This design comes from an exercise in tuning for small area, a short achievable clock period and few clock cycles per item on the open sky130 flow, not from production work. At most, simulation tests tie the RTL to the original design; equivalence was not proved. Function not checked in runs 1, 2, 6 and 7: the RTL went through the layout flow alone. Power figures rest on the tool's default switching activity, not on a simulated workload.

$ cat flow/config.mk
export PLATFORM = sky130hd
export DESIGN_NAME = interpolating_wavetable_oscillator
export DESIGN_NICKNAME = interpolating_wavetable_oscillator
export VERILOG_FILES = /design/flow/design.v
export SDC_FILE = /design/flow/constraint.sdc
export NUM_CORES = 4
export LEC_CHECK = 0
export ABC_CLOCK_PERIOD_IN_PS = 3000
export CAP_MARGIN = 20
export CORE_MARGIN = 2
export CORE_UTILIZATION = 55
export SETUP_SLACK_MARGIN = 3.8
export SLEW_MARGIN = 20
$ cat flow/run.sh
#!/bin/bash
# synth_recipe.tcl (not shown) runs the flow's synth.tcl, then flattens the netlist and writes it again
# the make line also repeats each setting of config.mk as NAME=value (left out here)
make -C /OpenROAD-flow-scripts/flow DESIGN_CONFIG=/design/flow/config.mk WORK_HOME=/design/flow/orfs CLKGATE_MAP_FILE= SYNTH_SCRIPT=/design/flow/synth_recipe.tcl finish
$ cat flow/constraint.sdc
create_clock -name core_clock -period 7.0 [get_ports {clk}]
set_input_delay 1.4000 -clock core_clock [delete_from_list [all_inputs] [get_ports {clk}]]
set_output_delay 1.4000 -clock core_clock [all_outputs]
set_load 0.01 [all_outputs]
$ cat flow/design.v
package iwo_pkg;
  localparam int TABLE_SEGMENTS = 36;
  localparam int TABLE_DEPTH    = TABLE_SEGMENTS + 1;
  localparam int SAMPLE_BITS    = 14;
  localparam int FRAC_BITS   = 8;
  localparam int FRAC_ONE    = 1 << FRAC_BITS;
  localparam int PHASE_LIMIT = TABLE_SEGMENTS * FRAC_ONE;
  localparam int PHASE_W     = $clog2(PHASE_LIMIT);
  localparam int PINT_W      = PHASE_W - FRAC_BITS;
  localparam int IDX_W       = $clog2(TABLE_DEPTH);
  localparam int OP_W          = 1;
  localparam int ENTRY_IDX_W   = 6;
  localparam int ENTRY_VAL_W   = 14;
  localparam int INC_W         = 8;
  localparam int DAC_W         = 16;
  localparam logic [DAC_W-1:0] DAC_MASK = 16'hFFC0;
  localparam int WGT_W = FRAC_BITS + 1;
  localparam int SUM_W = SAMPLE_BITS + WGT_W;
  localparam int CFG_ADDR_W = 2;
  localparam int CFG_DATA_W = 32;
  localparam logic [CFG_ADDR_W-1:0] REG_PHASE_INC = 2'd0;
  typedef enum logic [OP_W-1:0] {
    OP_LOAD = 1'b0,
    OP_STEP = 1'b1
  } op_t;
endpackage
module interpolating_wavetable_oscillator (
  input  logic                   clk,
  input  logic                   rst_n,
  input  logic                   in_valid,
  output logic                   in_stall,
  input  logic [iwo_pkg::OP_W-1:0]        in_operation,
  input  logic [iwo_pkg::ENTRY_IDX_W-1:0] in_entry_index,
  input  logic [iwo_pkg::ENTRY_VAL_W-1:0] in_entry_value,
  output logic                   out_valid,
  input  logic                   out_stall,
  output logic [iwo_pkg::DAC_W-1:0]       out_dac_word,
  input  logic                   psel,
  input  logic                   penable,
  input  logic                   pwrite,
  input  logic [iwo_pkg::CFG_ADDR_W-1:0]  paddr,
  input  logic [iwo_pkg::CFG_DATA_W-1:0]  pwdata,
  output logic [iwo_pkg::CFG_DATA_W-1:0]  prdata,
  output logic                   pready
);
  localparam int SEGS = iwo_pkg::TABLE_SEGMENTS;    
  localparam int DEPTH = iwo_pkg::TABLE_DEPTH;      
  localparam int SB = iwo_pkg::SAMPLE_BITS;         
  localparam int FB = iwo_pkg::FRAC_BITS;           
  localparam int IW = iwo_pkg::INC_W;               
  localparam int EIW = iwo_pkg::ENTRY_IDX_W;        
  localparam int CDW = iwo_pkg::CFG_DATA_W;         
  localparam int OW = 10;                           
  logic go;
  logic [IW-1:0] inc_r;
  logic          cfg_wr;
  assign cfg_wr = psel && penable && pwrite && paddr == iwo_pkg::REG_PHASE_INC;
  assign pready = 1'b1;
  assign prdata = (paddr == iwo_pkg::REG_PHASE_INC) ? CDW'(inc_r) : '0;
  always_ff @(posedge clk) begin
    if (!rst_n) inc_r <= '0;
    else if (cfg_wr) inc_r <= pwdata[IW-1:0];
  end
  logic           v0_r;
  logic           op0_r;
  logic [EIW-1:0] idx0_r;
  logic [SB-1:0]  val0_r;
  assign in_stall = !go;
  always_ff @(posedge clk) begin
    if (!rst_n) v0_r <= 1'b0;
    else if (go) v0_r <= in_valid;
  end
  always_ff @(posedge clk) begin
    if (go) begin
      op0_r  <= in_operation;
      idx0_r <= in_entry_index;
      val0_r <= in_entry_value;
    end
  end
  logic [SB-1:0] tab [DEPTH];
  logic [5:0]    k_r;         
  logic [FB-1:0] f_r;         
  logic [FB:0]   g_r;         
  logic [SB-1:0] lo_r, hi_r;  
  logic          v2_r;        
  logic          stepx, loadx, adv, wrap;
  logic          recalc_r;
  logic [FB:0]   g_sum;
  logic [SB-1:0] rd;          
  assign stepx = go && v0_r && op0_r;
  assign loadx = go && v0_r && !op0_r;
  assign adv   = stepx && g_r[FB];
  assign wrap  = (k_r == 6'(SEGS - 1));
  always_comb begin
    rd = '0;
    for (int j = 0; j < SEGS; j++) begin
      rd = rd | (tab[(j == SEGS - 1) ? 1 : j + 2] & {SB{k_r == 6'(j)}});
    end
  end
  always_ff @(posedge clk) begin
    if (!rst_n) recalc_r <= 1'b0;
    else recalc_r <= cfg_wr;
  end
  assign g_sum = {1'b0, (recalc_r ? f_r : g_r[FB-1:0])} + (FB + 1)'(inc_r);
  always_ff @(posedge clk) begin
    if (!rst_n) begin
      k_r <= '0;
      f_r <= '0;
      g_r <= '0;
    end else begin
      if (stepx) f_r <= g_r[FB-1:0];
      if (stepx || recalc_r) g_r <= g_sum;
      if (adv) k_r <= wrap ? 6'd0 : k_r + 6'd1;
    end
  end
  always_ff @(posedge clk) begin
    for (int j = 0; j < DEPTH; j++) begin
      if (loadx && idx0_r == EIW'(j)) tab[j] <= val0_r;
    end
  end
  always_ff @(posedge clk) begin
    if (adv) begin
      lo_r <= wrap ? tab[0] : hi_r;
      hi_r <= rd;
    end else if (loadx) begin
      if (idx0_r == k_r) lo_r <= val0_r;
      if (idx0_r == k_r + 6'd1) hi_r <= val0_r;
    end
  end
  always_ff @(posedge clk) begin
    if (!rst_n) v2_r <= 1'b0;
    else if (go) v2_r <= v0_r && op0_r;
  end
  localparam int SW = 22;
  logic [SW-1:0] row [9];
  logic [SW-1:0] l1 [6];
  logic [SW-1:0] l2 [4];
  logic [SW-1:0] l3 [3];
  logic [SW-1:0] l4 [2];
  always_comb begin
    for (int j = 0; j < FB; j++) row[j] = SW'(f_r[j] ? hi_r : lo_r) << j;
    row[8] = SW'(lo_r);
    for (int j = 0; j < 3; j++) begin
      l1[2*j] = row[3*j] ^ row[3*j+1] ^ row[3*j+2];
      l1[2*j+1] = ((row[3*j] & row[3*j+1]) | (row[3*j] & row[3*j+2]) | (row[3*j+1] & row[3*j+2])) << 1;
    end
    for (int j = 0; j < 2; j++) begin
      l2[2*j] = l1[3*j] ^ l1[3*j+1] ^ l1[3*j+2];
      l2[2*j+1] = ((l1[3*j] & l1[3*j+1]) | (l1[3*j] & l1[3*j+2]) | (l1[3*j+1] & l1[3*j+2])) << 1;
    end
    l3[0] = l2[0] ^ l2[1] ^ l2[2];
    l3[1] = ((l2[0] & l2[1]) | (l2[0] & l2[2]) | (l2[1] & l2[2])) << 1;
    l3[2] = l2[3];
    l4[0] = l3[0] ^ l3[1] ^ l3[2];
    l4[1] = ((l3[0] & l3[1]) | (l3[0] & l3[2]) | (l3[1] & l3[2])) << 1;
  end
  logic          v3_r;
  logic [SW-1:0] ps_r, pc_r;
  logic [SW-1:0] s;
  logic [OW-1:0] r;
  always_ff @(posedge clk) begin
    if (!rst_n) v3_r <= 1'b0;
    else if (go) v3_r <= v2_r;
  end
  always_ff @(posedge clk) begin
    if (go && v2_r) begin
      ps_r <= l4[0];
      pc_r <= l4[1];
    end
  end
  assign s = ps_r + pc_r;
  assign r = s[21:12];
  logic          ov_r, kv_r;
  logic [OW-1:0] o_r, k_dat_r;
  logic          take;
  assign go   = !kv_r;
  assign take = ov_r && !out_stall;
  always_ff @(posedge clk) begin
    if (!rst_n) begin
      ov_r <= 1'b0;
      kv_r <= 1'b0;
    end else if (kv_r) begin
      if (take) kv_r <= 1'b0;
    end else if (ov_r && !take) begin
      kv_r <= v3_r;
    end else begin
      ov_r <= v3_r;
    end
  end
  always_ff @(posedge clk) begin
    if (kv_r) begin
      if (take) o_r <= k_dat_r;
    end else if (ov_r && !take) begin
      if (v3_r) k_dat_r <= r;
    end else begin
      if (v3_r) o_r <= r;
    end
  end
  assign out_valid    = ov_r;
  assign out_dac_word = {o_r, 6'd0};
endmodule
==> out/metrics.csv, run 1 <==
metric,value,unit
outcome,"complete, no violations",
slew_headroom,0.167,
finClkSkew,0.0315,ns
clk_pin_slew,0.05,ns
grt_max_degree,42,
syn_inst,2015,
ys_seq_elements,664,
drv_slew,0,
yosys_warnings,7,
vias,18866,
clk_latency,0.63,ns
n_antenna_cell,0,
multi_input_area,9310,sq um
clkPwrFrac,0.443,
port_buffers,57,
setup_viol,0,
wire_per_inst,30.2,um
netSwitchingPower,1690,uW
switching_share,0.207,
p_per_area,237,nW/um^2
maxCapViolations,0,
grt_overflow,0,
end_kind,output port,
die_w,236,um
num_rows,84,
worstHoldStart,g_r[0],
cts_tree,yes,
wirelength,89600,um
fillCellCount,3848,
peakVddDrop,0.238,mV
cp_max_fo,3,
cts_buffers,71,
dieArea,55500,sq um
layout_commonest_cell,edfxtp_1,
worstSetupStartpoint,paddr[1],
leakage,0.0121,uW
comb_power_share,0.023,
timing.critical_path.from_type,input port,
tightestPinTransition,1.25,ns
syn-cell-area,29500,sq um
crit_arrival,2.05,ns
rsz0062_at_grt,yes,
design.portCount,113,
drc,0,
cts_root_buf,clkbuf_16,
dpl.hpwl,54600,um
grtUsageTotal,0.319,
drive_gt1_frac,0.201,
holdBufCountCts,0,
synthArstFlopShare,0,
synth.yosys.seq_area_share,0.663,
fmax,290,MHz
final_cell_mix,"edfxtp_1, a22oi_1, buf_4, nand2_1, inv_1",
antenna_left,0,
clockBufferDepth,3,
drtPass1Iterations,6,
die_h,236,um
post_synth.cell_area_avg,14.6,sq um
gp_routability_congestion,0.905,
drt_iter0_drc,2488,
critPathKind,in2out,
area.sequential,19600,sq um
antenna_found_initial,0,
critPathRequiredTime,5.60,ns
synth_edf_count,627,
viasPerCell,6.37,
clock-sinks,664,
hold_slack,0.456,ns
hold_viol_final,0,
hold_class,reg2reg,
first_global_vias,18505,
r2r_start,f_r[2],
placeableCoreArea,52800,sq um
synth_cell_types,68,
htreeDepth,3,
grt_pass1_wl,126000,um
fin_crit,3.45,ns
finalNetCount,2422,
p_int,6490,uW
synthFlopType,edfxtp_1,
synthToLayoutAreaGrowth,16.9,%
pwr-share-seq,0.534,
tns,0,ns
fin_crit_sh,0.493,
initial_core_util,0.559,
-- synthesized netlist by cell type, drive strengths merged, types with 38 or more instances --
master	number	area [sq um]
a21oi	47	235
buf	67	410
inv	100	375
mux2i	52	521
nand2	148	556
ha	55	688
nor2	81	307
nor3	38	190
clkbuf	75	282
edfxtp	627	18800
a22oi	199	1490
fa	85	1700
mux2	83	935
-- worst paths after layout --
check / end / slack (ns) / cells past startpoint
min reg2reg: f_r[0] / 0.46 / 2
max: prdata[0] / 3.55 / 6
max reg2reg: ps_r[12] / 3.76 / 8
min: f_r[0] / 0.46 / 2
-- cells by family (layout without fill, tap and decap cells) --
kind of cell / after synthesis / count (layout) / synth area share
flops: 664 / 664 / 0.663
simple gates: 439 / 439 / 0.0734
compound gates: 375 / 375 / 0.0915
buf+inv: 243 / 474 / 0.0363
fa+ha+maj: 140 / 140 / 0.0810
mux: 135 / 135 / 0.0493
xor+xnor: 17 / 17 / 0.00505
other cells: 2 / 31 / 0.000255
-- layout make-up --
cell class                 count  area share
timing repair buffer         245      0.0612
tap                          688      0.0250
multi-input combinational   1137       0.270
clock buffer                  93      0.0560
clock inverter                35     0.00870
inverter                     101      0.0110
sequential                   664       0.568
-- layer usage --
metal | share of wire | wire, um | global-route usage
met2 | 0.47 | 42400 | 0.521
met4 | 0.054 | 4850 | 0.146
met5 | 0 | 0 | 0
met1 | 0.38 | 33900 | 0.415
met3 | 0.094 | 8390 | 0.0654
-- timing repair --
action / CTS / global route
endpoints found under the setup margin: 98 / 66
resized for setup: 88 / 52
setup buffers: 44 / 47
pin swaps: 6 / 12
-- critical path: stages --
cell and delay, ns:
buf_8 0.10, nor2_4 0.12, buf_6 0.12, buf_6 0.09, and2_4 0.13, buf_6 0.09
-- per-stage QoR --
| step | worst slack (ns) | total power [uW] | instance area (sq um) | std cells | utilization |
|---|---|---|---|---|---|
| 6_report | 3.55 | 8180 | 34500 | 2963 | 0.654 |
| 5_1_grt | 3.53 | 8380 | 34500 | 2963 | 0.654 |
| 4_1_cts | 3.55 | 8200 | 33900 | 2914 | 0.643 |
| 3_5_place_dp | 2.81 | 4630 | 31200 | 2742 | 0.592 |
| 3_3_place_gp | 2.85 | 4630 | 31200 | 2742 | 0.592 |
| 2_1_floorplan | 3.78 | 4560 | 29700 | 2044 | - |
-- state kept, by name, indices dropped and copies added (netlist names), 6 cells and up --
| signal | cells |
|---|---|
| tab | 518 |
| pc_r | 20 |
| ps_r | 20 |
| hi_r | 14 |
| lo_r | 14 |
| val0_r | 14 |
| k_dat_r | 10 |
| o_r | 10 |
| g_r | 9 |
| f_r | 8 |
| inc_r | 8 |
| idx0_r | 6 |
| k_r | 6 |
-- power by group through the flow --
stage	combinational, uW	sequential [uW]	clock, uW
2_1_floorplan	86.1	4470	0
3_3_place_gp	166	4460	0
3_5_place_dp	172	4460	0
4_1_cts	176	4370	3650
5_1_grt	203	4370	3800
6_report	188	4370	3620
==> run 2: changes to the inputs <==
--- a/flow/config.mk
+++ b/flow/config.mk
@@ -5,9 +5,7 @@
 export SDC_FILE = /design/flow/constraint.sdc
 export NUM_CORES = 4
 export LEC_CHECK = 0
-export ABC_CLOCK_PERIOD_IN_PS = 3000
 export CAP_MARGIN = 20
 export CORE_MARGIN = 2
 export CORE_UTILIZATION = 55
-export SETUP_SLACK_MARGIN = 3.8
 export SLEW_MARGIN = 20
==> run 2 against run 1 <==
Effect of this change: still clean; sequential power about the same; clock-buffer cell count decreased by 1; worst hold slack improved by 0.0024 ns; register-to-register slack got worse by 0.73 ns; fmax decreased by 19%; non-clock buffer count decreased by 98; first-iteration DRC count decreased by 11%; sequential share of layout area increased by 1.6 points; core utilization decreased by 1.9 points; power increased by 0.37%; die area unchanged; largest cell class unchanged.
==> out/metrics.csv, run 2 <==
metric,value,unit,change
outcome,"complete, no violations",,
clkPwrFrac,0.446,,+0.003
clk_latency,0.62,ns,about the same
yosys.area_share.simple,0.0734,,unchanged
comb_power_share,0.022,,about the same
synth.area.top_cells,"edfxtp_1, fa_1, a22oi_1",,
drt_iter0_drc,2217,,-11%
reg_top3,"tab (518), pc_r (20), ps_r (20)",,
layout_commonest_cell,edfxtp_1,,
post_synth.cell_area_avg,14.6,sq um,unchanged
netSwitchingPower,1670,uW,-1.2%
port_buffers,57,,unchanged
synthFlopType,edfxtp_1,,
cp_cell_sequence,"clkdlybuf4s50_1, nor2_1, and2_1, clkdlybuf4s50_1",,
die_w,236,um,unchanged
antenna_found_initial,1,,+1
synth_top_area_frac,0.638,,unchanged
crit_arrival,2.85,ns,+0.80 ns
timing.critical_path.from_type,input port,,
placeableCoreArea,52800,sq um,unchanged
worstSetupStartpoint,paddr[1],,
tns,0,ns,unchanged
synth_area_leader_cell,edfxtp_1,,
cts_root_buf,clkbuf_16,,
maxCapViolations,0,,unchanged
cts_buffers,71,,unchanged
holdBufCountCts,0,,unchanged
synth_compound_area_frac,0.0915,,unchanged
worstHoldStart,v2_r,,
finalNetCount,2324,,-4.0%
synth_cell_types,68,,unchanged
drive_gt1_frac,0.141,,-0.0599
fmax,235,MHz,-19%
wire_per_inst,30.3,um,+0.37%
first_global_vias,17825,,-3.7%
initial_core_util,0.559,,unchanged
synth_top_family_by_area,compound AO/OA/AOI/OAI gates,,
critPathKind,in2out,,
p_int,6540,uW,+0.80%
synthArstFlopShare,0,,unchanged
synth-xor-area-share,0.00505,,unchanged
drv_slew,0,,unchanged
die_h,236,um,unchanged
grt_max_degree,42,,unchanged
largest-register,tab,,
largest_reg_flops,518,,unchanged
synth_edf_count,627,,unchanged
switching_share,0.203,,-0.00334
synth.yosys.seq_area_share,0.663,,unchanged
clock-sinks,664,,unchanged
rsz0062_at_grt,no,,
hold_depth,2,,unchanged
leakage,0.0115,uW,-4.9%
syn_inst,2015,,unchanged
pwr-share-seq,0.533,,about the same
drtPass1Iterations,5,,-1
n_antenna_cell,0,,unchanged
htreeDepth,3,,unchanged
finClkSkew,0.0291,ns,-0.00240 ns
max_stage_delay,0.54,ns,+0.41 ns
clk_pin_slew,0.06,ns,about the same
grt_overflow,0,,unchanged
reg2reg_depth,7,,-1
rr_endpoint,tab[10][3],,
fin_crit_sh,0.608,,+0.115
cts_resized,0,,-100%
vias,18370,,-2.6%
cp_max_fo,8,,+5
peakVddDrop,0.256,mV,+7.4%
hold_viol_final,0,,unchanged
synth_common_cells,"edfxtp_1, a22oi_1, nand2_1, inv_1, fa_1",,
tightestPinTransition,1.18,ns,-0.0704 ns
hold_slack,0.458,ns,+0.00240 ns
ys_seq_elements,664,,unchanged
r2r_start,kv_r,,
setup_viol,0,,unchanged
clockBufferDepth,3,,unchanged
r2r_setup_slack,3.03,ns,-0.73 ns
critPathSlowestCell,clkdlybuf4s50_1,,
p_per_area,245,nW/um^2,+3.4%
yosys_warnings,7,,unchanged
num_rows,84,,unchanged
synthToLayoutAreaGrowth,13.5,%,
syn-cell-area,29500,sq um,unchanged
slew_headroom,0.212,,+0.0458
fin_crit,4.25,ns,+0.804 ns
drc,0,,unchanged
viasPerCell,6.41,,+0.70%
post_cts_buffers,0,,-100%
gp_routability_congestion,0.871,,-3.8%
hold_class,reg2reg,,
synth.most_common_cell,edfxtp_1,,
cts_tree,yes,,
grtUsageTotal,0.315,,-0.00399
final_cell_mix,"edfxtp_1, a22oi_1, nand2_1, inv_1, buf_4",,
min_to,v2_r,,
synthMuxAreaShare,0.0493,,unchanged
end_kind,output port,,
synth-adder-area-share,0.0810,,unchanged
wirelength,86900,um,-2.9%
cpMostUsedCell,clkdlybuf4s50_1,,
grt_pass1_wl,124000,um,-1.6%
critPathRequiredTime,5.60,ns,about the same
dpl.hpwl,52800,um,-3.3%
design.portCount,113,,unchanged
antenna_left,0,,unchanged
dieArea,55500,sq um,unchanged
## run 2: worst max-delay path by stage
stage | to | depth (start not counted)
2_1_floorplan | ps_r[12] | 9
3_3_place_gp | tab[10][4] | 7
3_5_place_dp | prdata[3] | 4
4_1_cts | prdata[3] | 4
5_1_grt | prdata[3] | 4
6_report | prdata[3] | 4
## run 2: logic make-up (layout without fill, tap and decap cells)
group / after synthesis / count (layout)
flops: 664 / 664
simple gates: 439 / 439
compound gates: 375 / 375
buf+inv: 243 / 376
fa+ha+maj: 140 / 140
mux: 135 / 135
xor+xnor: 17 / 17
other cells: 2 / 31
## run 2: final cells by class
type | count | area, sq um
flip-flops and latches | 664 | 19600
well taps | 688 | 861
inverters | 101 | 379
repair buffers | 147 | 1270
fillers | 3877 | 19300
clock inverters | 36 | 359
multi-input cells | 1137 | 9140
clock buffers | 92 | 1910
## run 2: stage by stage
stage / worst slack, ns / total power (uW) / instances / area (sq um) / util
2_1_floorplan: 3.47 / 4560 / 2044 / 29600 / -
3_3_place_gp: 2.66 / 4620 / 2734 / 31200 / 0.591
3_5_place_dp: 2.72 / 4630 / 2734 / 31200 / 0.591
4_1_cts: 2.71 / 8250 / 2862 / 33400 / 0.634
5_1_grt: 2.63 / 8420 / 2865 / 33500 / 0.635
6_report: 2.75 / 8210 / 2865 / 33500 / 0.635
## run 2: metal layers
| metal | track usage | vias up | part of all wire | routed length (um) |
|---|---|---|---|---|
| met5 | 0 | - | 0.00015 | 13 |
| met4 | 0.137 | 2 | 0.048 | 4170 |
| met3 | 0.0636 | 235 | 0.094 | 8210 |
| li1 | - | 7853 | - | - |
| met1 | 0.416 | 9365 | 0.38 | 33300 |
| met2 | 0.512 | 915 | 0.47 | 41300 |
## run 2: power groups by stage
stage                     combinational, uW  sequential, uW  clock, uW
after global routing                    192            4370       3850
after CTS                               168            4380       3700
final                                   177            4380       3660
after detailed placement                168            4460          0
after global placement                  163            4460          0
after floorplan                        85.7            4470          0
## run 2: critical path: cells and delay by family
family	cells	cell delay, ns
buffers and inverters	2	0.96
AND/OR/NAND/NOR	2	0.49
==> run 3: changes to the inputs <==
--- a/flow/design.v
+++ b/flow/design.v
@@ -61,35 +61,20 @@
     if (!rst_n) inc_r <= '0;
     else if (cfg_wr) inc_r <= pwdata[IW-1:0];
   end
-  logic           v0_r;
-  logic           op0_r;
-  logic [EIW-1:0] idx0_r;
-  logic [SB-1:0]  val0_r;
-  assign in_stall = !go;
-  always_ff @(posedge clk) begin
-    if (!rst_n) v0_r <= 1'b0;
-    else if (go) v0_r <= in_valid;
-  end
-  always_ff @(posedge clk) begin
-    if (go) begin
-      op0_r  <= in_operation;
-      idx0_r <= in_entry_index;
-      val0_r <= in_entry_value;
-    end
-  end
   logic [SB-1:0] tab [DEPTH];
   logic [5:0]    k_r;         
   logic [FB-1:0] f_r;         
-  logic [FB:0]   g_r;         
   logic [SB-1:0] lo_r, hi_r;  
   logic          v2_r;        
-  logic          stepx, loadx, adv, wrap;
-  logic          recalc_r;
-  logic [FB:0]   g_sum;
+  logic          acc, stepx, loadx, adv, wrap;
+  logic [FB:0]   f_sum;
   logic [SB-1:0] rd;          
-  assign stepx = go && v0_r && op0_r;
-  assign loadx = go && v0_r && !op0_r;
-  assign adv   = stepx && g_r[FB];
+  assign in_stall = !go;
+  assign acc   = go && in_valid && rst_n;
+  assign stepx = acc && in_operation[0];
+  assign loadx = acc && !in_operation[0];
+  assign f_sum = {1'b0, f_r} + (FB + 1)'(inc_r);
+  assign adv   = stepx && f_sum[FB];
   assign wrap  = (k_r == 6'(SEGS - 1));
   always_comb begin
     rd = '0;
@@ -98,24 +83,17 @@
     end
   end
   always_ff @(posedge clk) begin
-    if (!rst_n) recalc_r <= 1'b0;
-    else recalc_r <= cfg_wr;
-  end
-  assign g_sum = {1'b0, (recalc_r ? f_r : g_r[FB-1:0])} + (FB + 1)'(inc_r);
-  always_ff @(posedge clk) begin
     if (!rst_n) begin
       k_r <= '0;
       f_r <= '0;
-      g_r <= '0;
     end else begin
-      if (stepx) f_r <= g_r[FB-1:0];
-      if (stepx || recalc_r) g_r <= g_sum;
+      if (stepx) f_r <= f_sum[FB-1:0];
       if (adv) k_r <= wrap ? 6'd0 : k_r + 6'd1;
     end
   end
   always_ff @(posedge clk) begin
     for (int j = 0; j < DEPTH; j++) begin
-      if (loadx && idx0_r == EIW'(j)) tab[j] <= val0_r;
+      if (loadx && in_entry_index == EIW'(j)) tab[j] <= in_entry_value;
     end
   end
   always_ff @(posedge clk) begin
@@ -123,13 +101,13 @@
       lo_r <= wrap ? tab[0] : hi_r;
       hi_r <= rd;
     end else if (loadx) begin
-      if (idx0_r == k_r) lo_r <= val0_r;
-      if (idx0_r == k_r + 6'd1) hi_r <= val0_r;
+      if (in_entry_index == k_r) lo_r <= in_entry_value;
+      if (in_entry_index == k_r + 6'd1) hi_r <= in_entry_value;
     end
   end
   always_ff @(posedge clk) begin
     if (!rst_n) v2_r <= 1'b0;
-    else if (go) v2_r <= v0_r && op0_r;
+    else if (go) v2_r <= in_valid && in_operation[0];
   end
   localparam int SW = 22;
   logic [SW-1:0] row [9];
--- a/flow/config.mk
+++ b/flow/config.mk
@@ -5,7 +5,10 @@
 export SDC_FILE = /design/flow/constraint.sdc
 export NUM_CORES = 4
 export LEC_CHECK = 0
+export ABC_CLOCK_PERIOD_IN_PS = 3000
 export CAP_MARGIN = 20
 export CORE_MARGIN = 2
 export CORE_UTILIZATION = 55
+export CTS_BUF_LIST = sky130_fd_sc_hd__clkbuf_4
+export SETUP_SLACK_MARGIN = 3.8
 export SLEW_MARGIN = 20
==> run 3 against run 2 <==
Effect of this change: critical path type unchanged; sequential power fell by 5.0%; critical endpoint is now prdata[6]; combinational power is 14% higher; still clean; power fell by 11%; routed wire length decreased by 2.7%; via count shrank 2.3%; non-clock buffer count increased by 83; fmax is 23% higher; clock-buffer cell count grew 139.
==> out/metrics.csv, run 3 <==
metric,value,unit,change
r2r_setup_slack,3.77,ns,+0.74 ns
reg_top3,"tab (518), pc_r (20), ps_r (20)",,
synth.area.top_cells,"edfxtp_1, fa_1, a22oi_1",,
synth_cell_types,61,,-10%
hold_viol_final,0,,unchanged
dieArea,53200,sq um,-4.2%
setup_ws,3.53,ns,+0.783 ns
hold_slack,0.455,ns,-0.00333 ns
crit_arrival,2.07,ns,-0.78 ns
p_per_area,223,nW/um^2,-9.2%
drc,0,,unchanged
synth_common_cells,"edfxtp_1, a22oi_1, nand2_1, inv_1, fa_1",,
grt_max_degree,47,,+12%
clock-sinks,632,,-4.8%
peakVddDrop,0.177,mV,-31%
design.portCount,113,,unchanged
dpl.hpwl,49000,um,-7.2%
htreeDepth,4,,+1
grtUsageTotal,0.321,,+0.00591
initial_core_util,0.553,,-0.00634
largest-register,tab,,
layout_commonest_cell,edfxtp_1,,
antenna_found_initial,2,,+1
synthArstFlopShare,0,,unchanged
placeableCoreArea,51100,sq um,-3.2%
port_buffers,57,,unchanged
vias,17947,,-2.3%
finalNetCount,2346,,+0.95%
gp_routability_congestion,0.848,,-2.6%
tns,0,ns,unchanged
viasPerCell,6.09,,-5.1%
end_kind,output port,,
synth_edf_count,606,,-3.3%
fmax,288,MHz,+23%
syn-cell-area,28300,sq um,-4.3%
critPathSlowestCell,nor2_4,,
antenna_left,0,,unchanged
clockBufferDepth,3,,unchanged
critPathRequiredTime,5.60,ns,about the same
synth_area_leader_cell,edfxtp_1,,
final_cell_mix,"edfxtp_1, clkbuf_4, a22oi_1, buf_4, nand2_1",,
num_rows,83,,-1.2%
max_stage_delay,0.14,ns,-0.40 ns
cts_tree,yes,,
finClkSkew,0.0594,ns,+0.0303 ns
maxCapViolations,0,,unchanged
first_global_vias,17624,,-1.1%
cts_root_buf,clkbuf_4,,
pre_cts_slack,2.01,ns,-0.710 ns
clk_latency,1.00,ns,+0.38 ns
drive_gt1_frac,0.264,,+0.123
rsz0062_at_grt,yes,,
wirelength,84600,um,-2.7%
hold_class,reg2reg,,
largest_reg_flops,518,,unchanged
clk_pin_slew,0.06,ns,about the same
die_h,231,um,-2.1%
cp_cell_sequence,"buf_8, nor2_4, buf_6, buf_6, and2_4, buf_6",,
synth.most_common_cell,edfxtp_1,,
cts_buffers,157,,+120%
yosys_warnings,7,,unchanged
drv_slew,0,,unchanged
drtPass1Iterations,6,,+1
ys_seq_elements,632,,-4.8%
syn_inst,1865,,-7.4%
synthToLayoutAreaGrowth,16.8,%,
synthFlopType,edfxtp_1,,
fin_crit_sh,0.496,,-0.112
timing.critical_path.from_type,input port,,
grt_overflow,0,,unchanged
synth.yosys.seq_area_share,0.663,,about the same
post_synth.cell_area_avg,15.1,sq um,+3.4%
cpMostUsedCell,buf_6,,
setup_viol,0,,unchanged
wire_per_inst,28.7,um,-5.5%
holdBufCountCts,0,,unchanged
leakage,0.0118,uW,+1.9%
die_w,231,um,-2.1%
grt_pass1_wl,120000,um,-3.6%
drt_iter0_drc,2261,,+2.0%
outcome,"complete, no violations",,
tightestPinTransition,1.14,ns,-0.0348 ns
critPathKind,in2out,,
slew_headroom,0.238,,+0.0252
synth_top_area_frac,0.644,,+0.00605
fin_crit,3.47,ns,-0.783 ns
cp_max_fo,4,,-4
[run 3: final cells by class]
type | count | area [sq um]
clock buffer | 231 | 1730
timing repair buffer | 230 | 2110
sequential | 632 | 18800
tap | 680 | 851
fill | 3827 | 18100
multi-input combinational | 1033 | 9000
inverter | 90 | 338
clock inverter | 49 | 203
antenna | 3 | 7.51
[run 3: cell families after synthesis]
group                    synth area share
AND/OR/NAND/NOR                    0.0639
AO/OA/AOI/OAI                      0.0935
XOR/XNOR                          0.00806
other                            0.000266
buffers and inverters              0.0380
multiplexers                       0.0492
flip-flops                          0.663
adder cells (fa/ha/maj)            0.0846
[run 3: final timing paths]
path / end / from / cells past startpoint
max: prdata[6] / paddr[1] / 6
max reg2reg: ps_r[6] / f_r[1] / 9
min: v2_r / v2_r / 2
min reg2reg: v2_r / v2_r / 2
[run 3: repair_timing]
item,in CTS,in global routing
gates resized for setup,111,48
pin swaps,17,19
gates cloned,1,1
buffers inserted,70,25
endpoints found under the setup margin,371,101
[run 3: through the flow]
| step | utilization | cell area [sq um] | power, uW | cells |
|---|---|---|---|---|
| after floorplan | - | 28600 | 4340 | 1894 |
| after global placement | 0.583 | 29800 | 4430 | 2566 |
| after detailed placement | 0.583 | 29800 | 4430 | 2566 |
| after CTS | 0.637 | 32500 | 7390 | 2917 |
| after global routing | 0.646 | 33000 | 7620 | 2948 |
| final | 0.646 | 33000 | 7350 | 2948 |
[run 3: routing by layer]
layer,share of wire,up-vias,global-route usage,wire length (um)
met5,0,-,0,0
met4,0.042,0,0.141,3520
met3,0.099,198,0.0747,8360
met2,0.49,1026,0.524,41100
met1,0.37,8964,0.415,31600
li1,-,7759,-,-
[run 3: report_power, final]
part / total, uW / switching (uW) / internal [uW]
logic: 202 / 131 / 70.9
clock network: 2990 / 1480 / 1510
registers: 4160 / 4.99 / 4150
[run 3: critical path, delay by kind of cell]
| kind | cells | cell delay, ns |
|---|---|---|
| buffers and inverters | 4 | 0.40 |
| and+or+nand+nor | 2 | 0.27 |
Testbench counts of run 3, summed over its fixed seeds: cycles 4,416, items 4,096.
==> run 4: changes to the inputs <==
--- a/flow/config.mk
+++ b/flow/config.mk
@@ -9,6 +9,6 @@
 export CAP_MARGIN = 20
 export CORE_MARGIN = 2
 export CORE_UTILIZATION = 55
-export CTS_BUF_LIST = sky130_fd_sc_hd__clkbuf_4
+export CTS_BUF_LIST = sky130_fd_sc_hd__clkbuf_2 sky130_fd_sc_hd__clkbuf_4 sky130_fd_sc_hd__clkbuf_8
 export SETUP_SLACK_MARGIN = 3.8
 export SLEW_MARGIN = 20
==> run 4 against run 3 <==
Effect of this change: critical endpoint unchanged; non-clock buffer count shrank 3; critical path depth is the same; worst hold slack lost 0.0020 ns; largest power group unchanged; synthesized cell count is the same; combinational power is essentially flat.
==> out/metrics.csv, run 4 <==
metric,value,unit,change
outcome,"complete, no violations",,
drive_gt1_frac,0.231,,-0.0321
end_kind,output port,,
comb_power_share,0.027,,about the same
synth_edf_count,606,,unchanged
wirelength,83300,um,-1.5%
final_util,0.645,,about the same
critPathKind,in2out,,
synth.most_common_cell,edfxtp_1,,
grt_pass1_wl,119000,um,-0.92%
layout_commonest_cell,edfxtp_1,,
clk_pin_slew,0.05,ns,about the same
post_dp_cell_area,29800,sq um,unchanged
hold_class,reg2reg,,
post_synth.cell_area_avg,15.1,sq um,unchanged
fmax,290,MHz,+0.69%
holdBufCountCts,0,,unchanged
cp_max_fo,2,,-2
total_power,7420,uW,+1.0%
first_global_vias,17232,,-2.2%
yosys_warnings,7,,unchanged
finClkSkew,0.0452,ns,-0.0142 ns
fillCellCount,3756,,-1.9%
grt_max_degree,47,,unchanged
crit_arrival,2.05,ns,-0.02 ns
cts_buffers,100,,-36%
area.sequential,18700,sq um,about the same
stdcell_area,33000,sq um,about the same
cts_root_buf,clkbuf_8,,
timing.critical_path.from_type,input port,,
pwr-share-seq,0.560,,-0.006
clkPwrFrac,0.412,,+0.005
synth_top_area_frac,0.644,,unchanged
drc,0,,unchanged
clk_latency,0.72,ns,-0.28 ns
dieArea,53200,sq um,unchanged
die_w,231,um,unchanged
finalNetCount,2285,,-2.6%
die_h,231,um,unchanged
critPathRequiredTime,5.60,ns,about the same
synthArstFlopShare,0,,unchanged
viasPerCell,6.20,,+1.8%
grtUsageTotal,0.316,,-0.00504
initial_core_util,0.553,,unchanged
dpl.hpwl,49000,um,unchanged
grt_overflow,0,,unchanged
clockBufferDepth,3,,unchanged
design.portCount,113,,unchanged
antenna_left,0,,unchanged
largest-register,tab,,
setup_viol,0,,unchanged
synthToLayoutAreaGrowth,16.7,%,about the same
placeableCoreArea,51100,sq um,unchanged
maxCapViolations,0,,unchanged
synth.yosys.seq_area_share,0.663,,unchanged
netSwitchingPower,1580,uW,-1.9%
antenna_found_initial,2,,unchanged
ys_seq_elements,632,,unchanged
switching_share,0.213,,-0.00636
synth_area_leader_cell,edfxtp_1,,
port_buffers,57,,unchanged
drtPass1Iterations,5,,-1
p_int,5840,uW,+1.8%
multi_input_area,8970,sq um,-0.40%
vias,17597,,-2.0%
gp_routability_congestion,0.848,,unchanged
largest_reg_flops,518,,unchanged
syn-cell-area,28300,sq um,unchanged
rsz0062_at_grt,yes,,
peakVddDrop,0.225,mV,+27%
wire_per_inst,29.3,um,+2.3%
leakage,0.0116,uW,-1.8%
synthFlopType,edfxtp_1,,
synth_common_cells,"edfxtp_1, a22oi_1, nand2_1, inv_1, fa_1",,
p_per_area,225,nW/um^2,+1.1%
num_rows,83,,unchanged
fin_crit,3.45,ns,-0.0239 ns
tightestPinTransition,1.15,ns,+0.0107 ns
clock-sinks,632,,unchanged
slew_headroom,0.231,,-0.00710
drt_iter0_drc,2317,,+2.5%
htreeDepth,3,,-1
fin_crit_sh,0.492,,-0.00341
syn_inst,1865,,unchanged
reg_top3,"tab (518), pc_r (20), ps_r (20)",,
cts_tree,yes,,
drv_slew,0,,unchanged
tns,0,ns,unchanged
hold_slack,0.453,ns,-0.00196 ns
final_cell_mix,"edfxtp_1, a22oi_1, buf_4, clkbuf_8, nand2_1",,
synth_cell_types,61,,unchanged
synth.area.top_cells,"edfxtp_1, fa_1, a22oi_1",,
hold_viol_final,0,,unchanged
## run 4: cell types whose count changed in the layout (fill, tap and decap cells not counted), sizes merged, moves of 3 or more
cell / change
clkbuf: -94
dlygate4sd2: -11
buf: -3
clkinv: -8
clkdlybuf4s50: +12
## run 4: routing by layer
metal,global-route usage,routed length [um]
met1,0.413,31300
met4,0.137,4100
met3,0.0652,7970
met5,0,0
met2,0.516,39900
## run 4: timing repair
| action | CTS | global route |
|---|---|---|
| endpoints found under the setup margin | 618 | 193 |
| buffers inserted | 78 | 15 |
| resized for setup | 88 | 54 |
| pin swaps | 21 | 15 |
## run 4: path summary, 6_finish.rpt
kind | endpoint | cells after the start | slack, ns | from
worst min-delay path | v2_r | 2 | 0.45 | v2_r
worst min register to register | v2_r | 2 | 0.45 | v2_r
worst max-delay path | prdata[6] | 6 | 3.55 | paddr[1]
worst max register to register | ps_r[6] | 8 | 3.76 | hi_r[4]
## run 4: worst max-delay path, cell delays in order
cell	delay (ns)
buf_8	0.10
nor2_4	0.13
buf_6	0.11
buf_6	0.08
and2_4	0.12
buf_6	0.09
## run 4: final cells by class
class	count	area share
antenna	3	0.000228
clock buffer	136	0.0503
clock inverter	39	0.00789
inverter	90	0.0102
multi-input combinational	1032	0.272
sequential	632	0.569
tap	680	0.0258
timing repair buffer	227	0.0651
## run 4: through the flow
step | setup slack (ns) | std cells
after floorplan | 3.69 | 1894
after global placement | 2.08 | 2566
after detailed placement | 2.01 | 2566
after CTS | 3.56 | 2819
after global routing | 3.53 | 2837
final | 3.55 | 2839
## run 4: kinds of logic after synthesis
| kind of cell | Yosys count | synth area share |
|---|---|---|
| flops | 632 | 0.663 |
| simple gates | 356 | 0.0639 |
| compound gates | 350 | 0.0935 |
| buf+inv | 230 | 0.0380 |
| fa+ha+maj | 140 | 0.0846 |
| mux | 129 | 0.0492 |
| xor+xnor | 26 | 0.00806 |
| other cells | 2 | 0.000266 |
## run 4: power by group through the flow
| stage | sequential (uW) | clock (uW) | combinational (uW) |
|---|---|---|---|
| floorplan | 4240 | 0 | 99.8 |
| global placement | 4240 | 0 | 185 |
| detailed placement | 4240 | 0 | 191 |
| CTS | 4160 | 3080 | 197 |
| global route | 4160 | 3250 | 222 |
| finish | 4160 | 3060 | 203 |
==> run 5: changes to the inputs <==
--- a/flow/config.mk
+++ b/flow/config.mk
@@ -9,6 +9,8 @@
 export CAP_MARGIN = 20
 export CORE_MARGIN = 2
 export CORE_UTILIZATION = 55
-export CTS_BUF_LIST = sky130_fd_sc_hd__clkbuf_2 sky130_fd_sc_hd__clkbuf_4 sky130_fd_sc_hd__clkbuf_8
+export CTS_BUF_LIST = sky130_fd_sc_hd__clkbuf_8
+export CTS_CLUSTER_DIAMETER = 60
+export CTS_CLUSTER_SIZE = 16
 export SETUP_SLACK_MARGIN = 3.8
 export SLEW_MARGIN = 20
==> run 5 against run 4 <==
Effect of this change: highest routed layer unchanged; synthesized cell count unchanged; core utilization decreased by 1.6 points; still clean; flip-flop and latch count did not move; power fell by 15%; routed wire length shrank 0.40%; critical path depth unchanged; worst setup slack got worse by 0.023 ns; final cell count decreased by 3.2%.
==> out/metrics.csv, run 5 <==
metric,value,unit,change
dieArea,53200,sq um,unchanged
final_cell_mix,"edfxtp_1, a22oi_1, buf_4, nand2_1, inv_1",,
initial_core_util,0.553,,unchanged
wire_per_inst,30.2,um,+2.9%
place_inst,2566,,unchanged
grt_max_degree,47,,unchanged
tns,0,ns,unchanged
leakage,0.0111,uW,-4.0%
synthArstFlopShare,0,,unchanged
cp_max_fo,5,,+3
tightestPinTransition,1.13,ns,-0.0207 ns
maxCapViolations,0,,unchanged
ys_seq_elements,632,,unchanged
antenna_left,0,,unchanged
drive_gt1_frac,0.207,,-0.0248
largest_reg_flops,518,,unchanged
synth.yosys.seq_area_share,0.663,,unchanged
grt_overflow,0,,unchanged
synth_edf_count,606,,unchanged
antenna_found_initial,1,,-1
viasPerCell,6.32,,+2.0%
syn-cell-area,28300,sq um,unchanged
synthToLayoutAreaGrowth,13.8,%,
synth.most_common_cell,edfxtp_1,,
largest-register,tab,,
synth_top_area_frac,0.644,,unchanged
fin_crit_sh,0.496,,+0.00328
syn_inst,1865,,unchanged
die_w,231,um,unchanged
gp_routability_congestion,0.848,,unchanged
num_rows,83,,unchanged
cts_tree,yes,,
slew_headroom,0.244,,+0.0138
port_buffers,57,,unchanged
setup_viol,0,,unchanged
critPathKind,in2out,,
critPathRequiredTime,5.60,ns,about the same
fmax,288,MHz,-0.66%
outcome,"complete, no violations",,
clock-sinks,632,,unchanged
htreeDepth,2,,-1
reg_top3,"tab (518), pc_r (20), ps_r (20)",,
cts_root_buf,clkbuf_8,,
drt_iter0_drc,2174,,-6.2%
crit_arrival,2.07,ns,+0.02 ns
synth_area_leader_cell,edfxtp_1,,
final_util,0.629,,-0.0164
hold_viol_final,0,,unchanged
p_per_area,197,nW/um^2,-12%
dpl.hpwl,49000,um,unchanged
hold_slack,0.459,ns,+0.00609 ns
post_dp_cell_area,29800,sq um,unchanged
peakVddDrop,0.197,mV,-13%
synthFlopType,edfxtp_1,,
synth.area.top_cells,"edfxtp_1, fa_1, a22oi_1",,
grtUsageTotal,0.313,,-0.00362
wirelength,83000,um,-0.40%
holdBufCountCts,0,,unchanged
vias,17373,,-1.3%
clockBufferDepth,3,,unchanged
drc,0,,unchanged
grt_pass1_wl,118000,um,-0.82%
layout_commonest_cell,edfxtp_1,,
design.portCount,113,,unchanged
rsz0062_at_grt,yes,,
hold_class,reg2reg,,
end_kind,output port,,
clk_pin_slew,0.09,ns,+0.04 ns
synth_cell_types,61,,unchanged
cts_buffers,51,,-49%
placeableCoreArea,51100,sq um,unchanged
stdcell_area,32100,sq um,-2.5%
finalNetCount,2246,,-1.7%
timing.critical_path.from_type,input port,,
finClkSkew,0.0523,ns,+0.00714 ns
fin_crit,3.47,ns,+0.0230 ns
post_synth.cell_area_avg,15.1,sq um,unchanged
drtPass1Iterations,5,,unchanged
fin_cells,2748,,-3.2%
yosys_warnings,7,,unchanged
die_h,231,um,unchanged
clk_latency,0.69,ns,-0.03 ns
first_global_vias,16853,,-2.2%
synth_common_cells,"edfxtp_1, a22oi_1, nand2_1, inv_1, fa_1",,
drv_slew,0,,unchanged
## run 5: cell counts after synthesis
No cell type changed its count.
## run 5: per-stage QoR
step,worst slack (ns),total power [uW]
after floorplan,3.69,4340
after global placement,2.08,4430
after detailed placement,2.01,4430
after CTS,3.54,6360
after global routing,3.50,6520
final,3.53,6350
## run 5: final cells by class
class	instances	area, sq um
diodes	2	5.00
clock buffers	52	716
clock inverters	23	198
fillers	3801	19000
inverters	90	338
multi-input cells	1033	9040
flip-flops and latches	632	18700
well taps	680	851
repair buffers	236	2240
## run 5: worst max-delay path, stage by stage
cell	delay, ns
buf_8	0.10
nor2_4	0.14
buf_6	0.12
buf_6	0.08
and2_4	0.13
buf_6	0.09
## run 5: worst paths after layout
path / startpoint / to / slack, ns / depth (start not counted)
min reg2reg: v2_r / v2_r / 0.46 / 2
min: v2_r / v2_r / 0.46 / 2
max reg2reg: k_r[3] / hi_r[10] / 3.76 / 7
max: paddr[1] / prdata[6] / 3.53 / 6
## run 5: what timing repair did
item	CTS	global route
endpoints found under the setup margin	618	193
gates resized for setup	103	53
setup buffers	88	13
pin swaps	27	22
cloned	1	1
## run 5: cell families after synthesis
kind of cell	synth area share
DFF	0.663
xor gates and xnor gates	0.00806
and+or+nand+nor	0.0639
muxes	0.0492
adders and majority gates	0.0846
AOI/OAI and AO/OA	0.0935
buffers and inverters	0.0380
other	0.000266
## run 5: power breakdown
group | total, uW | internal (uW) | switching (uW)
sequential | 4150 | 4150 | 5.04
combinational | 202 | 71.1 | 131
clock | 1990 | 750 | 1240
## run 5: per-layer routing
metal  GRT usage  part of all wire  vias to the layer above  wire length (um)
met3      0.0489             0.096                      217              7970
met2       0.515              0.48                      946             40200
met5           0                 0                        -                 0
met1       0.415              0.37                     8805             30900
met4       0.138             0.047                        0              3900
li1            -                 -                     7405                 -
==> run 6: changes to the inputs <==
--- a/flow/design.v
+++ b/flow/design.v
@@ -56,13 +56,17 @@
   logic          cfg_wr;
   assign cfg_wr = psel && penable && pwrite && paddr == iwo_pkg::REG_PHASE_INC;
   assign pready = 1'b1;
-  assign prdata = (paddr == iwo_pkg::REG_PHASE_INC) ? CDW'(inc_r) : '0;
+  logic [IW-1:0] prd_r;
+  assign prdata = CDW'(prd_r);
+  always_ff @(posedge clk) begin
+    prd_r <= (paddr == iwo_pkg::REG_PHASE_INC) ? inc_r : '0;
+  end
   always_ff @(posedge clk) begin
     if (!rst_n) inc_r <= '0;
     else if (cfg_wr) inc_r <= pwdata[IW-1:0];
   end
   logic [SB-1:0] tab [DEPTH];
-  logic [5:0]    k_r;         
+  logic [SEGS-1:0] kh_r;      
   logic [FB-1:0] f_r;         
   logic [SB-1:0] lo_r, hi_r;  
   logic          v2_r;        
@@ -75,25 +79,36 @@
   assign loadx = acc && !in_operation[0];
   assign f_sum = {1'b0, f_r} + (FB + 1)'(inc_r);
   assign adv   = stepx && f_sum[FB];
-  assign wrap  = (k_r == 6'(SEGS - 1));
+  assign wrap  = kh_r[SEGS-1];
   always_comb begin
     rd = '0;
     for (int j = 0; j < SEGS; j++) begin
-      rd = rd | (tab[(j == SEGS - 1) ? 1 : j + 2] & {SB{k_r == 6'(j)}});
+      rd = rd | (tab[(j == SEGS - 1) ? 1 : j + 2] & {SB{kh_r[j]}});
     end
   end
   always_ff @(posedge clk) begin
     if (!rst_n) begin
-      k_r <= '0;
+      kh_r <= SEGS'(1);
       f_r <= '0;
     end else begin
       if (stepx) f_r <= f_sum[FB-1:0];
-      if (adv) k_r <= wrap ? 6'd0 : k_r + 6'd1;
+      if (adv) kh_r <= {kh_r[SEGS-2:0], kh_r[SEGS-1]};
     end
   end
   always_ff @(posedge clk) begin
     for (int j = 0; j < DEPTH; j++) begin
-      if (loadx && in_entry_index == EIW'(j)) tab[j] <= in_entry_value;
+      if (loadx && we[j]) tab[j] <= in_entry_value;
+    end
+  end
+  logic [DEPTH-1:0] we;
+  logic             hit_lo, hit_hi;
+  always_comb begin
+    hit_lo = 1'b0;
+    hit_hi = 1'b0;
+    for (int j = 0; j < DEPTH; j++) we[j] = (in_entry_index == EIW'(j));
+    for (int j = 0; j < SEGS; j++) begin
+      hit_lo = hit_lo | (we[j] & kh_r[j]);
+      hit_hi = hit_hi | (we[j + 1] & kh_r[j]);
     end
   end
   always_ff @(posedge clk) begin
@@ -101,8 +116,8 @@
       lo_r <= wrap ? tab[0] : hi_r;
       hi_r <= rd;
     end else if (loadx) begin
-      if (in_entry_index == k_r) lo_r <= in_entry_value;
-      if (in_entry_index == k_r + 6'd1) hi_r <= in_entry_value;
+      if (hit_lo) lo_r <= in_entry_value;
+      if (hit_hi) hi_r <= in_entry_value;
     end
   end
   always_ff @(posedge clk) begin
@@ -114,7 +129,6 @@
   logic [SW-1:0] l1 [6];
   logic [SW-1:0] l2 [4];
   logic [SW-1:0] l3 [3];
-  logic [SW-1:0] l4 [2];
   always_comb begin
     for (int j = 0; j < FB; j++) row[j] = SW'(f_r[j] ? hi_r : lo_r) << j;
     row[8] = SW'(lo_r);
@@ -129,11 +143,9 @@
     l3[0] = l2[0] ^ l2[1] ^ l2[2];
     l3[1] = ((l2[0] & l2[1]) | (l2[0] & l2[2]) | (l2[1] & l2[2])) << 1;
     l3[2] = l2[3];
-    l4[0] = l3[0] ^ l3[1] ^ l3[2];
-    l4[1] = ((l3[0] & l3[1]) | (l3[0] & l3[2]) | (l3[1] & l3[2])) << 1;
   end
   logic          v3_r;
-  logic [SW-1:0] ps_r, pc_r;
+  logic [SW-1:0] pa_r, pb_r, pc_r;
   logic [SW-1:0] s;
   logic [OW-1:0] r;
   always_ff @(posedge clk) begin
@@ -142,11 +154,12 @@
   end
   always_ff @(posedge clk) begin
     if (go && v2_r) begin
-      ps_r <= l4[0];
-      pc_r <= l4[1];
+      pa_r <= l3[0];
+      pb_r <= l3[1];
+      pc_r <= l3[2];
     end
   end
-  assign s = ps_r + pc_r;
+  assign s = (pa_r ^ pb_r ^ pc_r) + (((pa_r & pb_r) | (pa_r & pc_r) | (pb_r & pc_r)) << 1);
   assign r = s[21:12];
   logic          ov_r, kv_r;
   logic [OW-1:0] o_r, k_dat_r;
--- a/flow/config.mk
+++ b/flow/config.mk
@@ -5,12 +5,12 @@
 export SDC_FILE = /design/flow/constraint.sdc
 export NUM_CORES = 4
 export LEC_CHECK = 0
-export ABC_CLOCK_PERIOD_IN_PS = 3000
+export ABC_CLOCK_PERIOD_IN_PS = 2400
 export CAP_MARGIN = 20
 export CORE_MARGIN = 2
 export CORE_UTILIZATION = 55
 export CTS_BUF_LIST = sky130_fd_sc_hd__clkbuf_8
 export CTS_CLUSTER_DIAMETER = 60
 export CTS_CLUSTER_SIZE = 16
-export SETUP_SLACK_MARGIN = 3.8
+export SETUP_SLACK_MARGIN = 4.5
 export SLEW_MARGIN = 20
==> run 6 against run 5 <==
Effect of this change: via count is 10% higher; area after synthesis rose by 5.5%; global-route usage is 1.3 points higher; still clean on timing, DRC and antenna; critical path type is now reg2reg; non-clock buffer count rose by 81; sequential share of layout area shrank 3.0 points; final cell count rose by 7.6%; clock power rose by 3%.
==> out/metrics.csv, run 6 <==
metric,value,unit,change
layout_commonest_cell,edfxtp_1,,
synth_area_leader_cell,edfxtp_1,,
clockBufferDepth,3,,unchanged
finalNetCount,2432,,+8.3%
synth.yosys.seq_area_share,0.668,,+0.00578
total_power,7080,uW,+12%
drt_iter0_drc,2251,,+3.5%
vias,19183,,+10%
design.portCount,113,,unchanged
end_kind,flip-flop,,
drive_gt1_frac,0.306,,+0.0989
rsz0062_at_grt,yes,,
clk_pin_slew,0.10,ns,about the same
tightestPinTransition,0.976,ns,-0.158 ns
cts_root_buf,clkbuf_8,,
synth_compound_area_frac,0.104,,+0.0101
antenna_left,0,,unchanged
synth-adder-area-share,0.0785,,-0.00613
synthFlopType,edfxtp_1,,
antenna_found_initial,0,,-1
gp_routability_congestion,0.860,,+1.4%
synth_top_family_by_area,compound AO/OA/AOI/OAI gates,,
r2r_setup_slack,4.06,ns,+0.30 ns
critPathSlowestCell,fa_1,,
first_global_vias,18319,,+8.7%
placeableCoreArea,53700,sq um,+5.1%
wire_per_inst,31.7,um,+5.0%
crit_arrival,3.39,ns,+1.32 ns
reg_top3,"tab (518), kh_r (36), pa_r (20)",,
grt_pass1_wl,129000,um,+9.2%
drc,0,,unchanged
post_dp_cell_area,31700,sq um,+6.3%
critPathKind,reg2reg,,
cp_max_fo,5,,unchanged
final_util,0.672,,+0.0429
ys_seq_elements,685,,+8.4%
largest_reg_flops,518,,unchanged
synthMuxAreaShare,0.0536,,+0.00446
stdcell_area,36100,sq um,+12%
dpl.hpwl,50500,um,+3.1%
synth_top_area_frac,0.625,,-0.0188
n_antenna_cell,0,,-2
synth.area.top_cells,"edfxtp_1, fa_1, a22oi_1",,
drv_slew,0,,unchanged
grtUsageTotal,0.325,,+0.0125
largest-register,tab,,
max_stage_delay,0.59,ns,+0.45 ns
hold_viol_final,0,,unchanged
cts_tree,yes,,
wirelength,93700,um,+13%
maxCapViolations,0,,unchanged
synth.most_common_cell,edfxtp_1,,
synth_edf_count,621,,+2.5%
tns,0,ns,unchanged
leakage,0.0122,uW,+10%
synthArstFlopShare,0,,unchanged
peakVddDrop,0.191,mV,-2.7%
hold_class,reg2reg,,
fmax,340,MHz,+18%
dieArea,56100,sq um,+5.4%
setup_viol,0,,unchanged
p_per_area,196,nW/um^2,-0.66%
port_buffers,57,,unchanged
place_inst,2669,,+4.0%
synthToLayoutAreaGrowth,21.0,%,
drtPass1Iterations,5,,unchanged
fin_cells,2957,,+7.6%
syn_inst,1993,,+6.9%
outcome,"complete, no violations",,
grt_max_degree,58,,+23%
synth_common_cells,"edfxtp_1, a22oi_1, nand2_1, clkbuf_1, fa_1",,
htreeDepth,2,,unchanged
clock-sinks,685,,+8.4%
grt_overflow,0,,unchanged
yosys.area_share.simple,0.0572,,-0.00667
initial_core_util,0.555,,+0.00228
fin_crit_sh,0.420,,-0.0757
yosys_warnings,6,,-1
syn-cell-area,29800,sq um,+5.5%
cts_buffers,52,,+2.0%
post_synth.cell_area_avg,15.0,sq um,-1.2%
clk_latency,0.70,ns,about the same
finClkSkew,0.0291,ns,-0.0232 ns
viasPerCell,6.49,,+2.6%
timing.critical_path.from_type,flip-flop,,
fin_crit,2.94,ns,-0.530 ns
num_rows,85,,+2.4%
final_cell_mix,"edfxtp_1, a22oi_1, buf_4, nand2_1, fa_1",,
holdBufCountCts,0,,unchanged
die_w,237,um,+2.7%
cp_cell_sequence,"fa_1, ha_4, a21oi_2, o21a_2, nand4_1, o21ai_4, a31oi_4, or4_1, and3_1",,
slew_headroom,0.348,,+0.104
synth-xor-area-share,0.00411,,-0.00395
critPathRequiredTime,7.45,ns,+1.85 ns
synth_cell_types,65,,+6.6%
die_h,237,um,+2.7%
==> run 6: cell types whose count changed in the layout (fill, tap and decap cells not counted), sizes merged, moves of 13 or more <==
| cell | before | now |
|---|---|---|
| buf | 190 | 273 |
| a21oi | 12 | 57 |
| dfxtp | 26 | 64 |
| a21boi | 7 | 40 |
| nand4 | 27 | 55 |
| and3 | 31 | 6 |
| nand2 | 101 | 122 |
| a31oi | 22 | 4 |
| clkdlybuf4s50 | 46 | 28 |
| a221oi | 21 | 37 |
| edfxtp | 606 | 621 |
| a22oi | 201 | 187 |
| a22o | 25 | 38 |
==> run 6: area by class of cell <==
| cell class | count | area, sq um |
|---|---|---|
| well taps | 696 | 871 |
| repair buffers | 317 | 3640 |
| clock inverters | 28 | 183 |
| flip-flops and latches | 685 | 20000 |
| fillers | 3697 | 17600 |
| multi-input cells | 1105 | 10400 |
| clock buffers | 53 | 729 |
| inverters | 73 | 274 |
==> run 6: path summary, 6_finish.rpt <==
| kind | startpoint | to | cells past startpoint |
|---|---|---|---|
| max | pc_r[14] | o_r[9] | 9 |
| min reg2reg | v2_r | v2_r | 2 |
| max reg2reg | pc_r[14] | o_r[9] | 9 |
| min | v2_r | v2_r | 2 |
==> run 6: cell families (layout without fill, tap and decap cells) <==
kind of cell,Yosys count,after routing
buf+inv,235,471
simple gates,353,355
xor+xnor,14,14
mux,147,147
other cells,2,31
flops,685,685
fa+ha+maj,136,136
compound gates,421,422
==> run 6: repair_timing <==
item | in CTS | in global routing
endpoints found under the hold margin | 0 | 0
endpoints found under the setup margin | 685 | 445
setup buffers | 142 | 45
pin swaps | 72 | 67
cloned | 11 | 9
resized for setup | 264 | 141
==> run 6: worst max-delay path, delay by kind of cell (launching register included) <==
family                   cells  cell delay (ns)
AO/OA/AOI/OAI                4             0.71
adder cells (fa/ha/maj)      2             0.82
flip-flops                   1             0.41
AND/OR/NAND/NOR              3             0.76
==> run 6: per-layer routing <==
layer | global-route usage | wire length [um]
met5 | 0 | 0
met4 | 0.126 | 4270
met2 | 0.561 | 46600
met3 | 0.0581 | 8580
met1 | 0.411 | 34200
==> run 6: metrics by stage <==
stage | hold WS [ns] | worst slack (ns)
finish | 0.465 | 4.06
global route | 0.493 | 3.99
CTS | 0.471 | 4.10
detailed placement | 0.455 | 2.20
global placement | 0.447 | 2.18
floorplan | 0.429 | 3.77
==> run 6: power by group <==
group,internal (uW),switching [uW],total (uW)
sequential,4490,13.2,4510
clock,754,1290,2050
combinational,230,295,525
==> run 7: changes to the inputs <==
--- a/flow/design.v
+++ b/flow/design.v
@@ -67,6 +67,7 @@
   end
   logic [SB-1:0] tab [DEPTH];
   logic [SEGS-1:0] kh_r;      
+  logic [5:0]    k_r, k1_r;   
   logic [FB-1:0] f_r;         
   logic [SB-1:0] lo_r, hi_r;  
   logic          v2_r;        
@@ -89,10 +90,16 @@
   always_ff @(posedge clk) begin
     if (!rst_n) begin
       kh_r <= SEGS'(1);
+      k_r  <= 6'd0;
+      k1_r <= 6'd1;
       f_r <= '0;
     end else begin
       if (stepx) f_r <= f_sum[FB-1:0];
-      if (adv) kh_r <= {kh_r[SEGS-2:0], kh_r[SEGS-1]};
+      if (adv) begin
+        kh_r <= {kh_r[SEGS-2:0], kh_r[SEGS-1]};
+        k_r  <= wrap ? 6'd0 : k1_r;
+        k1_r <= wrap ? 6'd1 : k1_r + 6'd1;
+      end
     end
   end
   always_ff @(posedge clk) begin
@@ -103,14 +110,10 @@
   logic [DEPTH-1:0] we;
   logic             hit_lo, hit_hi;
   always_comb begin
-    hit_lo = 1'b0;
-    hit_hi = 1'b0;
     for (int j = 0; j < DEPTH; j++) we[j] = (in_entry_index == EIW'(j));
-    for (int j = 0; j < SEGS; j++) begin
-      hit_lo = hit_lo | (we[j] & kh_r[j]);
-      hit_hi = hit_hi | (we[j + 1] & kh_r[j]);
-    end
   end
+  assign hit_lo = (in_entry_index == k_r);
+  assign hit_hi = (in_entry_index == k1_r);
   always_ff @(posedge clk) begin
     if (adv) begin
       lo_r <= wrap ? tab[0] : hi_r;
--- a/flow/config.mk
+++ b/flow/config.mk
@@ -5,12 +5,12 @@
 export SDC_FILE = /design/flow/constraint.sdc
 export NUM_CORES = 4
 export LEC_CHECK = 0
-export ABC_CLOCK_PERIOD_IN_PS = 2400
+export ABC_CLOCK_PERIOD_IN_PS = 2500
 export CAP_MARGIN = 20
 export CORE_MARGIN = 2
 export CORE_UTILIZATION = 55
 export CTS_BUF_LIST = sky130_fd_sc_hd__clkbuf_8
 export CTS_CLUSTER_DIAMETER = 60
 export CTS_CLUSTER_SIZE = 16
-export SETUP_SLACK_MARGIN = 4.5
+export SETUP_SLACK_MARGIN = 4.1
 export SLEW_MARGIN = 20
==> run 7 against run 6 <==
Effect of this change: still clean; worst setup slack improved by 0.041 ns; final cell count decreased by 3.4%; worst hold slack improved by 0.010 ns; core utilization decreased by 5.6 points; routed wire length decreased by 8.1%; critical endpoint is now tab[16][6]; largest power group unchanged; highest routed layer unchanged.
==> out/metrics.csv, run 7 <==
metric,value,unit,change
outcome,"complete, no violations",,
stdcell_area,33300,sq um,-7.7%
switching_share,0.222,,-0.00439
cp_num_buf_inv,2,,+2
critPathSlowestCell,or3_4,,
die_w,238,um,+0.59%
netSwitchingPower,1570,uW,-2.2%
antenna_left,0,,unchanged
largest-register,tab,,
path_delay_family,simple AND/OR/NAND/NOR gates,,
critPathKind,in2reg,,
grtUsageTotal,0.305,,-0.0202
drc,0,,unchanged
drive_gt1_frac,0.151,,-0.155
fin_crit,2.90,ns,-0.0406 ns
comb_power_share,0.044,,-0.030
gp_routability_congestion,0.859,,-0.16%
layout_commonest_cell,edfxtp_1,,
hold_class,reg2reg,,
cp_cell_sequence,"clkbuf_2, nand2_4, or3_4, or3_4, or3_4, nor2_4, buf_12",,
n_antenna_cell,0,,unchanged
dieArea,56800,sq um,+1.2%
clk_latency,0.70,ns,about the same
crit_arrival,3.30,ns,-0.09 ns
setup_ws,4.10,ns,+0.0406 ns
initial_core_util,0.559,,+0.00339
peakVddDrop,0.199,mV,+3.8%
leakage,0.0112,uW,-8.5%
holdBufCountCts,0,,unchanged
synth.yosys.seq_area_share,0.668,,about the same
pwr-share-seq,0.645,,+0.008
dpl.hpwl,51600,um,+2.2%
cts_root_buf,clkbuf_8,,
viasPerCell,6.49,,about the same
design.portCount,113,,unchanged
slew_headroom,0.236,,-0.112
fillCellCount,4135,,+12%
end_kind,flip-flop,,
pre_cts_slack,2.40,ns,+0.205 ns
wire_per_inst,30.2,um,-4.8%
maxCapViolations,0,,unchanged
reg_top3,"tab (518), kh_r (36), pa_r (20)",,
htreeDepth,2,,unchanged
drv_slew,0,,unchanged
grt_pass1_wl,124000,um,-3.9%
clk_pin_slew,0.10,ns,about the same
hold_depth,2,,unchanged
ys_seq_elements,697,,+1.8%
synth.area.top_cells,"edfxtp_1, fa_1, dfxtp_1",,
finClkSkew,0.0358,ns,+0.00667 ns
num_rows,85,,unchanged
critPathRequiredTime,7.40,ns,-0.05 ns
largest_reg_flops,518,,unchanged
clockBufferDepth,3,,unchanged
rr_endpoint,hi_r[2],,
syn_inst,2034,,+2.1%
post_synth.cell_area_avg,14.8,sq um,-0.83%
synth_edf_count,621,,unchanged
p_per_area,212,nW/um^2,+8.1%
finalNetCount,2315,,-4.8%
clock-sinks,697,,+1.8%
hold_viol_final,0,,unchanged
clkPwrFrac,0.311,,+0.022
synthToLayoutAreaGrowth,10.3,%,
final_cell_mix,"edfxtp_1, a22oi_1, inv_1, o21ai_0, buf_4",,
syn-cell-area,30200,sq um,+1.2%
rsz0062_at_grt,no,,
grt_max_degree,73,,+26%
placeableCoreArea,54000,sq um,+0.59%
die_h,238,um,+0.59%
first_global_vias,17665,,-3.6%
r2r_start,kh_r[30],,
grt_overflow,0,,unchanged
post_dp_cell_area,31800,sq um,+0.28%
drt_iter0_drc,2185,,-2.9%
setup_viol,0,,unchanged
fin_crit_sh,0.414,,-0.00580
synth_top_area_frac,0.618,,-0.00747
reg2reg_depth,6,,-3
synthArstFlopShare,0,,unchanged
tns,0,ns,unchanged
max_stage_delay,0.44,ns,-0.15 ns
synth_area_leader_cell,edfxtp_1,,
cts_buffers,53,,+1.9%
worstHoldStart,v2_r,,
timing.critical_path.from_type,input port,,
wirelength,86200,um,-8.1%
p_int,5490,uW,+0.31%
cpMostUsedCell,or3_4,,
vias,18530,,-3.4%
drtPass1Iterations,5,,unchanged
tightestPinTransition,1.15,ns,+0.169 ns
cts_tree,yes,,
yosys_warnings,6,,unchanged
port_buffers,57,,unchanged
antenna_found_initial,0,,unchanged
synth_cell_types,67,,+3.1%
synth.most_common_cell,edfxtp_1,,
min_to,v2_r,,
r2r_setup_slack,4.11,ns,+0.05 ns
cp_max_fo,7,,+2
fmax,345,MHz,+1.4%
synthFlopType,edfxtp_1,,
synth_common_cells,"edfxtp_1, a22oi_1, clkbuf_1, o21ai_0, fa_1",,
run 7: how the worst max path moves through the flow:
stage,startpoint,end,slack [ns],depth (start not counted)
4_1_cts,pa_r[10],k_dat_r[5],4.09,7
3_3_place_gp,in_valid,hi_r[2],2.47,8
3_5_place_dp,in_valid,hi_r[2],2.40,8
2_1_floorplan,rst_n,tab[34][0],3.54,6
5_1_grt,f_r[7],pa_r[8],4.10,4
6_report,in_valid,tab[16][6],4.10,7
run 7: power by group through the flow:
| stage | combinational (uW) | sequential (uW) | clock (uW) |
|---|---|---|---|
| floorplan | 185 | 4650 | 0 |
| global placement | 286 | 4650 | 0 |
| detailed placement | 298 | 4650 | 0 |
| CTS | 301 | 4560 | 2220 |
| global route | 344 | 4560 | 2370 |
| finish | 311 | 4560 | 2190 |
run 7: per-stage QoR:
step | std cells | hold slack [ns] | power (uW) | util
final | 2855 | 0.475 | 7060 | 0.616
after global routing | 2855 | 0.491 | 7270 | 0.616
after CTS | 2849 | 0.469 | 7070 | 0.614
after detailed placement | 2731 | 0.451 | 4950 | 0.588
after global placement | 2731 | 0.447 | 4940 | 0.588
after floorplan | 2063 | 0.429 | 4840 | -
run 7: worst register-to-register path: stages (launching register included):
cell	delay, ns
dfxtp_1	0.60
buf_4	0.34
a22o_1	0.22
a221oi_1	0.20
nand4_1	0.21
nor4_1	0.87
a21oi_1	0.17
run 7: cell type report:
cell class | count | area, sq um | area share
clock buffer | 56 | 771 | 0.0231
timing repair buffer | 164 | 1530 | 0.0460
inverter | 81 | 304 | 0.00913
clock inverter | 42 | 259 | 0.00778
tap | 696 | 871 | 0.0262
multi-input combinational | 1119 | 9370 | 0.281
sequential | 697 | 20200 | 0.606
run 7: per-layer routing:
layer  GRT usage  share of wire  up-vias
met5           0              0        -
met4      0.0981          0.033        0
met3      0.0480          0.095      148
met2       0.510           0.49      986
met1       0.413           0.38     9458
li1            -              -     7938
run 7: what timing repair did:
| action | 4_1_cts | 5_1_grt |
|---|---|---|
| resized for setup | 56 | 29 |
| setup endpoints to repair | 512 | 110 |
| cloned | 2 | 1 |
| endpoints found under the hold margin | 0 | 0 |
| pin swaps | 12 | 5 |
| buffers inserted | 18 | 5 |
run 7: cell families after synthesis:
logic type	after synthesis	share of synthesized area
buf+inv	249	0.0358
other cells	2	0.000249
mux	134	0.0475
flops	697	0.668
xor+xnor	22	0.00638
fa+ha+maj	137	0.0779
simple gates	327	0.0561
compound gates	466	0.108

-- re-timing with driven ports --
The results above use ideal ports. As a check the final layouts listed here were re-extracted and re-timed, cells and wires unchanged. Step 1, drivers: a clkbuf_16 drives clk and a buf_2 each remaining input, both assumed. Step 2 adds t to the input delays and takes it off the output delays; t is the mean of the earliest and latest rising clock arrival at the registers after step 1. Input paths then give back, and output paths get back, about the clock's delay inside the block. a / b / c = ideal ports / drivers / drivers and shift; a / b = the first two.
run	t (ns)	setup WS [ns]	latest minus earliest clock arrival (ns)	slew at the worst register clock pin (ns)
run 1	0.674	3.551 / 3.510 / 3.510	0.036 / 0.036	0.06 / 0.06
run 2	0.672	2.747 / 2.718 / 2.718	0.031 / 0.032	0.07 / 0.07
run 3	1.022	3.530 / 3.490 / 2.818	0.063 / 0.063	0.07 / 0.07
run 4	0.756	3.553 / 3.515 / 3.038	0.046 / 0.046	0.07 / 0.07
run 5	0.726	3.530 / 3.491 / 3.078	0.053 / 0.053	0.10 / 0.10
run 6	0.744	4.060 / 4.060 / 3.393	0.034 / 0.035	0.11 / 0.11
run 7	0.742	4.101 / 4.105 / 3.392	0.046 / 0.045	0.11 / 0.11
After both steps setup and hold are still met in every run listed. For run 3, which loses most, drivers alone change the setup slack by -0.040 ns; drivers and shift together by -0.712 ns.
